This design comes from an exercise in tuning for small area, a short achievable clock period and few clock cycles on the open sky130 flow, not from production work.
Where RTL was checked, it was by simulation tests only, not by an equivalence proof against the original.

## stroke_dab_interpolator_top
module stroke_dab_interpolator_top
#(
  parameter int MAX_DABS = 16
) (
  input  logic                     clk_i,
  input  logic                     rst_ni,
  input  logic                     psel,
  input  logic                     penable,
  input  logic                     pwrite,
  input  logic [ADDR_W-1:0]        paddr,
  input  logic [DATA_W-1:0]        pwdata,
  output logic [DATA_W-1:0]        prdata,
  output logic                     pready,
  input  logic                     in_valid_i,
  output logic                     in_ready_o,
  input  logic                     has_previous_i,
  input  logic signed [POS_W-1:0]  start_x_i,
  input  logic signed [POS_W-1:0]  start_y_i,
  input  logic [PRS_W-1:0]         start_pressure_i,
  input  logic signed [POS_W-1:0]  end_x_i,
  input  logic signed [POS_W-1:0]  end_y_i,
  input  logic [PRS_W-1:0]         end_pressure_i,
  output logic                     out_valid_o,
  input  logic                     out_ready_i,
  output logic signed [POS_W-1:0]  dab_x_o,
  output logic signed [POS_W-1:0]  dab_y_o,
  output logic [PRS_W-1:0]         dab_pressure_o,
  output logic [SIZE_W-1:0]        dab_radius_o,
  output logic                     last_o
);
  localparam logic [2:0] ST_IDLE = 3'd0;
  localparam logic [2:0] ST_S1   = 3'd1;
  localparam logic [2:0] ST_S2   = 3'd2;
  localparam logic [2:0] ST_S3   = 3'd3;
  localparam logic [2:0] ST_DONE = 3'd4;
  localparam logic [2:0] ST_SR   = 3'd5;
  localparam logic [2:0] ST_SC   = 3'd6;
  localparam logic [2:0] ST_SW   = 3'd7;
  localparam logic [1:0] N1  = 2'd0;
  localparam logic [1:0] N8  = 2'd1;
  localparam logic [1:0] N16 = 2'd2;
  logic [SIZE_W-1:0] size;
  logic              wr;
  ...
Settings: LEC_CHECK=0, CAP_MARGIN=20, CORE_MARGIN=2, CORE_UTILIZATION=40, SLEW_MARGIN=20; clock period 15.0 ns.
standard.sh (not shown) runs the stock make flow with config.mk's settings and CLKGATE_MAP_FILE= SYNTH_SCRIPT=/design/flow/synth_recipe.tcl, a recipe that flattens the netlist after the stock synthesis.
==> flow/flow/run.sh <==
#!/bin/bash
# Standard layout (the standard.sh: the standard synthesis and ORFS flow, unchanged),
# with repair_timing asked for setup slack margin against the design's clock so that the
# resizer keeps working on the critical paths. Make's output goes to standard.log.
set -euo pipefail
bash standard.sh SETUP_SLACK_MARGIN=8.6 TNS_END_PERCENT=100 finish > standard.log 2>&1
The starting point finished clean.
==> next run, changes <==
==> flow/run.sh (new file) <==
#!/bin/bash
# synth_recipe.tcl (not shown) runs the flow's synth.tcl, then flattens the netlist and writes it again
# the make line also repeats each setting of config.mk as NAME=value (left out here)
make -C /OpenROAD-flow-scripts/flow DESIGN_CONFIG=/design/flow/config.mk WORK_HOME=/design/flow/orfs CLKGATE_MAP_FILE= SYNTH_SCRIPT=/design/flow/synth_recipe.tcl finish
removed: flow/flow/run.sh
removed: flow/standard.sh
The changed run completed without violations.
Core utilization shrinks by 3.4 points.
Die area does not change.
Routed wire length falls by about 4.4%.
Hold slack gets worse by 4.5 ps.
Sequential share of layout area rose by 1.5 points.
Sequential cell count is unchanged.
Critical path depth grows by 1.
Non-clock buffer count went down by 249.
Final cell count went down by about 3.4%.
Function was not checked in any run of this note: the RTL went through the layout flow alone.

== rev 12 ==
Another version of the RTL of stroke_dab_interpolator_top (not shown whole).
Size in the first run: about 43000 um2 of cells after synthesis.
Settings: LEC_CHECK=0, CAP_MARGIN=0, CORE_MARGIN=2, CORE_UTILIZATION=40, SLEW_MARGIN=0; clock period 15.0 ns.
==> flow/flow/run.sh <==
#!/bin/bash
# Standard layout (the standard.sh: the standard synthesis and ORFS flow, unchanged),
# with repair_timing asked for setup slack margin against the design's clock so that the
# resizer keeps working on the critical paths. Make's output goes to standard.log.
set -euo pipefail
bash standard.sh SETUP_SLACK_MARGIN=8.6 TNS_END_PERCENT=100 finish > standard.log 2>&1
Rev 12: full flow OK, the timing, design-rule and antenna checks passed
#### Input delta (rev 13 over rev 12)
Settings: CAP_MARGIN changed from 0 to 20; SLEW_MARGIN changed from 0 to 20.
[summary]
- Of rev 13 and rev 12, it is rev 13 that has the higher register share of the cell area.
- Higher via count was reported by rev 12, not rev 13.
- Rev 13 ended up with a lower clock period minus final worst setup slack than rev 12 did.
- The setup slack of rev 13 is larger than that of rev 12.
- Diff rev 13..rev 12 | number of tap cells added at floorplan | unchanged
No functional check of the RTL was part of any run of this note.

Setup of job 7035:
Another version of the RTL of stroke_dab_interpolator_top (not shown whole).
Size: about 460 flip-flops, about 290 I/O pins.
==> flow/design.v (excerpt) <==
module stroke_dab_interpolator_top
#(
  parameter int MAX_DABS = 16
) (
  input  logic                     clk_i,
  input  logic                     rst_ni,
  input  logic                     psel,
  input  logic                     penable,
  input  logic                     pwrite,
  input  logic [ADDR_W-1:0]        paddr,
  input  logic [DATA_W-1:0]        pwdata,
  output logic [DATA_W-1:0]        prdata,
  output logic                     pready,
  input  logic                     in_valid_i,
  output logic                     in_ready_o,
  input  logic                     has_previous_i,
  input  logic signed [POS_W-1:0]  start_x_i,
  input  logic signed [POS_W-1:0]  start_y_i,
  input  logic [PRS_W-1:0]         start_pressure_i,
  input  logic signed [POS_W-1:0]  end_x_i,
  input  logic signed [POS_W-1:0]  end_y_i,
  input  logic [PRS_W-1:0]         end_pressure_i,
  output logic                     out_valid_o,
  input  logic                     out_ready_i,
  output logic signed [POS_W-1:0]  dab_x_o,
  output logic signed [POS_W-1:0]  dab_y_o,
  output logic [PRS_W-1:0]         dab_pressure_o,
  output logic [SIZE_W-1:0]        dab_radius_o,
  output logic                     last_o
);
clock: 15.0 ns
lec_check: 0
abc_area: 1
cap_margin: 20
core_margin: 2
core_utilization: 40
cts_cluster_diameter: 150
cts_cluster_size: 20
place_density: 0.8
slew_margin: 20
==> flow/flow/run.sh <==
#!/bin/bash
# Standard layout (the standard.sh: the standard synthesis and ORFS flow, unchanged),
# with repair_timing asked for setup slack margin against the design's clock so that the
# resizer keeps working on the critical paths, and the port buffers (every input and
# output port still gets one) made of buf_1 cells. Make's output goes to standard.log.
set -euo pipefail
bash standard.sh SETUP_SLACK_MARGIN=8.6 TNS_END_PERCENT=100 \
  "BUFFER_PORTS_ARGS=-buffer_cell sky130_fd_sc_hd__buf_1" finish > standard.log 2>&1
Testbench counts of job 7035, summed over its fixed seeds: cycles 5,173.
Input changes introduced in job 6392 (baseline for comparison: job 7035):
- CTS_CLUSTER_SIZE no longer set, was 20
- PLACE_DENSITY no longer set, was 0.8
- CTS_CLUSTER_DIAMETER no longer set, was 150
==> flow/flow/run.sh <==
#!/bin/bash
# Standard layout (the standard.sh: the standard synthesis and ORFS flow, unchanged),
# with repair_timing asked for setup slack margin against the design's clock so that the
# resizer keeps working on the critical paths. Make's output goes to standard.log.
set -euo pipefail
bash standard.sh SETUP_SLACK_MARGIN=8.45 TNS_END_PERCENT=100 finish > standard.log 2>&1
==> summary.txt <==
Job 6392: no failed stages, no open violations at the end. Between job 7035 and job 6392, critical path's largest stage delay decreased. Diff job 6392..job 7035 | number of enable flip-flop cells after synthesis | negligible. Job 6392 vs. job 7035: clock network area share rose 2.4 points, worst-case hold slack dropped 0.0082 ns. Re clock slew at the register clock pins of the worst setup and hold paths: job 6392 is 0.02 ns down on job 7035. Post-synthesis simple-gate area fraction came out exactly the same in job 6392 and job 7035.
--- input diff job 6392..job 3700 ---
- CTS_CLUSTER_DIAMETER newly set to 150
- CTS_CLUSTER_SIZE newly set to 20
- GPL_TIMING_DRIVEN newly set to 0
- PLACE_DENSITY newly set to 0.8
==> flow/flow/run.sh <==
#!/bin/bash
# Standard layout (the standard.sh: the standard synthesis and ORFS flow, unchanged),
# with repair_timing asked for setup slack margin against the design's clock so that the
# resizer keeps working on the critical paths, and the port buffers (every input and
# output port still gets one) made of buf_1 cells. Make's output goes to standard.log.
set -euo pipefail
bash standard.sh SETUP_SLACK_MARGIN=8.6 TNS_END_PERCENT=100 \
  "BUFFER_PORTS_ARGS=-buffer_cell sky130_fd_sc_hd__buf_1" finish > standard.log 2>&1
==> summary.txt <==
- Number of buffers other than clock buffers in the final layout went up by more than half going from job 6392 to job 3700.
- Diff job 6392 -> job 3700: global-route total usage across every layer grew by 0.37 points, tightest slew margin relative to the limit went down 7.2 points, layout cell share with drive strength beyond 1 now sits higher, max-capacitance violation count neither gained nor lost much.
- [job 3700 vs job 6392] post-placement worst setup slack: higher in job 3700
- From job 3700 to job 6392, number of gates on the worst path with buffers counted did not move at all.
- Job 3700 ended up with a higher routed wire length than job 6392 did.
Input-level comparison between job 804 and job 3700:
- GPL_TIMING_DRIVEN: 0 -> unset
==> flow/flow/run.sh <==
#!/bin/bash
# Standard layout (the standard.sh: the standard synthesis and ORFS flow, unchanged),
# with repair_timing asked for setup slack margin against the design's clock so that the
# resizer keeps working on the critical paths. Make's output goes to standard.log.
set -euo pipefail
bash standard.sh SETUP_SLACK_MARGIN=8.6 TNS_END_PERCENT=100 finish > standard.log 2>&1
### Flow results
- Job 804: done, clean on timing, DRC and antenna
- Lower count of non-CTS buffers in the layout was reported by job 804, not job 3700.
- Between job 804 and job 3700, it is job 804 whose final instance area is higher, by 0.58%.
- Relative to job 3700, wire length after detailed routing decreased by 6.0% in job 804.
- Job 804 and job 3700 ended up with roughly the same proportion of cell area occupied by registers.
- Higher filler cell count goes to job 3700 over job 804.
- Delta (job 804 minus job 3700): global placer's final weighted congestion now smaller; number of cells traversed by the worst register-to-register path now smaller.
Inputs modified between job 804 and job 607:
- swapping 40 for 50 in CORE_UTILIZATION
==> flow/flow/run.sh <==
#!/bin/bash
# Standard layout (the standard.sh: the standard synthesis and ORFS flow, unchanged),
# with repair_timing asked for setup slack margin against the design's clock so that the
# resizer keeps working on the critical paths, and the port buffers (every input and
# output port still gets one) made of buf_1 cells. Make's output goes to standard.log.
set -euo pipefail
bash standard.sh SETUP_SLACK_MARGIN=8.6 TNS_END_PERCENT=100 \
  "BUFFER_PORTS_ARGS=-buffer_cell sky130_fd_sc_hd__buf_1" finish > standard.log 2>&1
Multi-input logic area essentially unchanged between job 607 and job 804. Non-clock buffer count sits lower in job 607 than in job 804. Routability congestion estimate from global placement was higher in the run labelled job 607.
What job 4220 does differently from job 607 at the input level:
- CTS_CLUSTER_SIZE: 20 -> unset
- CTS_CLUSTER_DIAMETER: 150 -> unset
- CORE_UTILIZATION: 50 -> 40
- PLACE_DENSITY: 0.8 -> unset
==> flow/flow/run.sh <==
#!/bin/bash
# Standard layout (the standard.sh: the standard synthesis and ORFS flow, unchanged),
# with repair_timing asked for setup slack margin against the design's clock so that the
# resizer keeps working on the critical paths. Make's output goes to standard.log.
set -euo pipefail
bash standard.sh SETUP_SLACK_MARGIN=8.6 TNS_END_PERCENT=100 finish > standard.log 2>&1
==> summary.txt <==
Job 4220 against job 607: time the worst path needs with I/O delays and setup shows a reduction of 0.029 ns; minimum hold slack shows a reduction of 0.0051 ns; count of non-CTS buffers in the layout shows an increase of 44. Via count of the first global-routing pass: job 4220 > job 607. For the clock latency on the worst-skew pair, job 4220 came in 0.02 ns higher than job 607 did. Total placed cells including tap cells ends up lower on job 607. The higher H-tree depth came out of job 4220. Layout clock buffer count was higher in job 4220 than in job 607. | mean number of vias per cell | lower: job 4220 |. Of job 607 and job 4220, job 4220 shows the higher wire length, with job 607 below it.

==> static timing again, ports no longer ideal <==
How much do the figures lean on ideal ports? The routed layouts below were timed once more, with nothing changed but the port constraints. Step 1: set_driving_cell puts a clkbuf_16 on clk_i and a buf_2 on each other input, an assumption about the parent block. Step 2 adds t to the input delays and takes it off the output delays; t is the mean of the earliest and latest rising clock arrival at the registers after step 1. Input paths then give back, and output paths get back, about the clock's delay inside the block. a / b / c = ideal / step 1 / step 2; a / b = the first two.
run | shift t [ns] | setup slack, ns | clock arrival spread, ns
the first run of note 1 | 0.734 | 7.688 / 7.688 / 7.688 | 0.067 / 0.066
the second run of note 1 | 0.741 | 5.944 / 5.944 / 5.944 | 0.065 / 0.066
rev 12 | 0.724 | 7.753 / 7.753 / 7.753 | 0.049 / 0.049
rev 13 | 0.713 | 7.768 / 7.768 / 7.768 | 0.022 / 0.022
job 7035 | 0.679 | 8.494 / 8.444 / 8.420 | 0.049 / 0.048
job 6392 | 0.688 | 8.478 / 8.448 / 8.224 | 0.027 / 0.027
job 3700 | 0.674 | 8.469 / 8.428 / 8.358 | 0.030 / 0.029
job 804 | 0.685 | 8.551 / 8.511 / 8.246 | 0.040 / 0.040
job 607 | 0.669 | 8.506 / 8.454 / 8.378 | 0.037 / 0.038
job 4220 | 0.697 | 8.535 / 8.483 / 8.241 | 0.031 / 0.030
After both steps every run listed still meets setup and hold. For job 804, which loses most, drivers alone change the setup slack by -0.040 ns; drivers and shift together by -0.305 ns.
